Background: an optimization exercise with open tools, aiming at small area, a short achievable clock period and few clock cycles per item. Do not read the settings as production practice. Only simulation tests tie the RTL to the original design; equivalence was not proved. Power is estimated from default activity; no workload was simulated.

// ai_density_engine
module ai_density_engine #(
    parameter int                     GRID       = 10,
    parameter int                     NUM_SHIPS  = 5,
    parameter logic [4*NUM_SHIPS-1:0] SHIP_LENS  = {4'd2, 4'd3, 4'd3, 4'd4, 4'd5},
    parameter int                     CW         = 8,
    parameter int                     HIT_WEIGHT = 4
) (
    input  logic                  clock,
    input  logic                  reset,
    input  logic [1:0]            addr,
    input  logic                  write_en,
    input  logic [GRID*GRID-1:0]  data_in,
    output logic                  wait_request,
    output logic [GRID*GRID+3:0]  data_out
);
    localparam int N = 100;
    logic [N-1:0] fired;       
    logic [N-1:0] hit;
    logic [4:0]   ships;
    logic         busy;
    logic [3:0]   rcnt;
    logic         res_valid;
    logic [6:0]   res_idx;
    logic [7:0]   res_max;
    logic         start;
    logic [3:0]   row;
    assign start = !busy && write_en && (addr == 2'd0);
    assign row   = busy ? rcnt : 4'd0;
    logic [3:0] vfb [10], vhb [10], vfa [10], vha [10];
    logic [3:0] vob, voa;
    always_comb begin
        for (int d = 1; d <= 4; d++) begin
            vob[d-1] = !(int'(row) >= d);
            voa[d-1] = !(int'(row) + d <= 9);
        end
        for (int c = 0; c < 10; c++) begin
            for (int d = 1; d <= 4; d++) begin
                vfb[c][d-1] = fired[(10-d)*10+c]; vhb[c][d-1] = hit[(10-d)*10+c];
                vfa[c][d-1] = fired[d*10+c];      vha[c][d-1] = hit[d*10+c];
            end
        end
    end
    logic [9:0][8:0] dh;
    logic [9:0]      dsum [10];
    if (1) begin : g_row
        logic [9:0] f, h;
        logic       s5, s4, s3a, s3b, s2;
        assign f   = fired[9:0];
        assign h   = hit[9:0];
        assign s5  = ships[0];
        assign s4  = ships[1];
        assign s3a = ships[2];
        assign s3b = ships[3];
        assign s2  = ships[4];
        logic v2_0;
        logic v2_1;
        logic v2_2;
        logic v2_3;
        logic v2_4;
        logic v2_5;
        logic v2_6;
  ...
==> flow/config.mk <==
export PLATFORM = sky130hd
export DESIGN_NAME = ai_density_engine
export DESIGN_NICKNAME = ai_density_engine
export VERILOG_FILES = /design/flow/design.v
export SDC_FILE = /design/flow/constraint.sdc
export NUM_CORES = 4
export LEC_CHECK = 0
export ABC_AREA = 1
export CAP_MARGIN = 80
export CORE_MARGIN = 2
export CORE_UTILIZATION = 60
export SLEW_MARGIN = 80
export SYNTH_HIERARCHICAL = 1
==> flow/constraint.sdc <==
create_clock -name core_clock -period 70.0 [get_ports {clock}]
set_input_delay 14.0000 -clock core_clock [delete_from_list [all_inputs] [get_ports {clock}]]
set_output_delay 14.0000 -clock core_clock [all_outputs]
set_load 0.01 [all_outputs]
standard.sh (not shown) runs the stock make flow with config.mk's settings and CLKGATE_MAP_FILE= SYNTH_SCRIPT=/design/flow/synth_recipe.tcl, a recipe that flattens the netlist after the stock synthesis.
==> flow/flow/run.sh <==
#!/bin/bash
# Standard layout, with the port buffers made from buf_2 cells instead of the
# default choice of buffer_ports.
set -o pipefail
export BUFFER_PORTS_ARGS="-buffer_cell sky130_fd_sc_hd__buf_2"
bash standard.sh 2>&1 | tee standard.log
The baseline went through all stages and came out clean.
Testbench counts at the start, summed over its fixed seeds: cycles 2,688, queries 192.
Edit:
--- a/flow/config.mk
+++ b/flow/config.mk
@@ -8,6 +8,6 @@
 export ABC_AREA = 1
-export CAP_MARGIN = 80
+export CAP_MARGIN = 45
 export CORE_MARGIN = 2
 export CORE_UTILIZATION = 60
-export SLEW_MARGIN = 80
+export SLEW_MARGIN = 45
 export SYNTH_HIERARCHICAL = 1
Result: Final cell count goes down by a few percent. Worst setup slack is worse by 0.042 ns. Non-clock buffer count is lower by 150. Clock-buffer cell count falls by 3. Design area came out lower by a few percent.

---

Starting RTL as in the previous note.
==> flow/config.mk <==
export PLATFORM = sky130hd
export DESIGN_NAME = ai_density_engine
export DESIGN_NICKNAME = ai_density_engine
export VERILOG_FILES = /design/flow/design.v
export SDC_FILE = /design/flow/constraint.sdc
export NUM_CORES = 4
export LEC_CHECK = 0
export ABC_AREA = 1
export CAP_MARGIN = 60
export CORE_MARGIN = 2
export CORE_UTILIZATION = 70
export SLEW_MARGIN = 60
export SYNTH_HIERARCHICAL = 1
==> flow/constraint.sdc <==
create_clock -name core_clock -period 70.0 [get_ports {clock}]
set_input_delay 14.0000 -clock core_clock [delete_from_list [all_inputs] [get_ports {clock}]]
set_output_delay 14.0000 -clock core_clock [all_outputs]
set_load 0.01 [all_outputs]
Scripts as last shown in full above: flow/flow/run.sh
The first run finished but fails on antenna violations.
Testbench counts at the start, summed over its fixed seeds: cycles 2,688, queries 192.
Edit:
- CORE_UTILIZATION: 70 -> 60
Result: Now the flow ran to the end with no violations; routed wire length is higher slightly; clock power is higher by a few percent; worst setup slack improved by 0.26 ns; final cell count is higher by a few percent; register-to-register slack got worse by 0.28 ns; first-iteration DRC count is lower by about a fifth; final area is higher slightly; die area is higher by about a fifth; core utilization is lower by 11 points.

---

ai_density_engine again, from the RTL that the note above started with.
export LEC_CHECK = 0
export ABC_AREA = 1
export CAP_MARGIN = 20
export CORE_MARGIN = 2
export CORE_UTILIZATION = 60
export SLEW_MARGIN = 20
export SYNTH_HIERARCHICAL = 1
create_clock -name core_clock -period 70.0 [get_ports {clock}]
Scripts as last shown in full above: flow/flow/run.sh
The starting point completed without violations.
Testbench counts at the start, summed over its fixed seeds: cycles 2,688, queries 192.
Then changed:
--- a/flow/config.mk
+++ b/flow/config.mk
@@ -8,6 +8,6 @@
 export ABC_AREA = 1
-export CAP_MARGIN = 20
+export CAP_MARGIN = 60
 export CORE_MARGIN = 2
 export CORE_UTILIZATION = 60
-export SLEW_MARGIN = 20
+export SLEW_MARGIN = 70
 export SYNTH_HIERARCHICAL = 1
The new run went through all stages and came out clean; via count is higher by 0.58%; cell area is higher by 2.6%; total power is higher by 0.96%; global-route usage is higher by 0.32 points.

## port drivers added, routing unchanged
The results above use ideal ports. As a check the final layouts listed here were re-extracted and re-timed, cells and wires unchanged.
Step 1 sets driving cells, clkbuf_16 on the clock port and buf_2 on the other inputs (assumed; they add their load-dependent delay and slew).
Step 2 times the ports against the registers' clock, not the clock port: input delays grow and output delays shrink by t, the midpoint of the rising clock arrivals with the driver on.
Three values: ideal ports, drivers, drivers and shift; two values: the first two.
run | t (ns) | slack for setup (ns) | cell pins on the clock port's net
the first run of note 1 | 0.613 | 39.940 / 39.916 / 39.916 | 1
the second run of note 1 | 0.611 | 39.898 / 39.878 / 39.878 | 1
the first run of note 2 | 0.611 | 40.152 / 40.124 / 40.124 | 1
the second run of note 2 | 0.607 | 40.412 / 40.390 / 40.390 | 1
the first run of note 3 | 0.605 | 39.459 / 39.433 / 39.433 | 1
the second run of note 3 | 0.603 | 40.287 / 40.264 / 40.264 | 1
For the first run of note 2, which loses most, drivers alone change the setup slack by -0.028 ns; drivers and shift together by -0.028 ns.
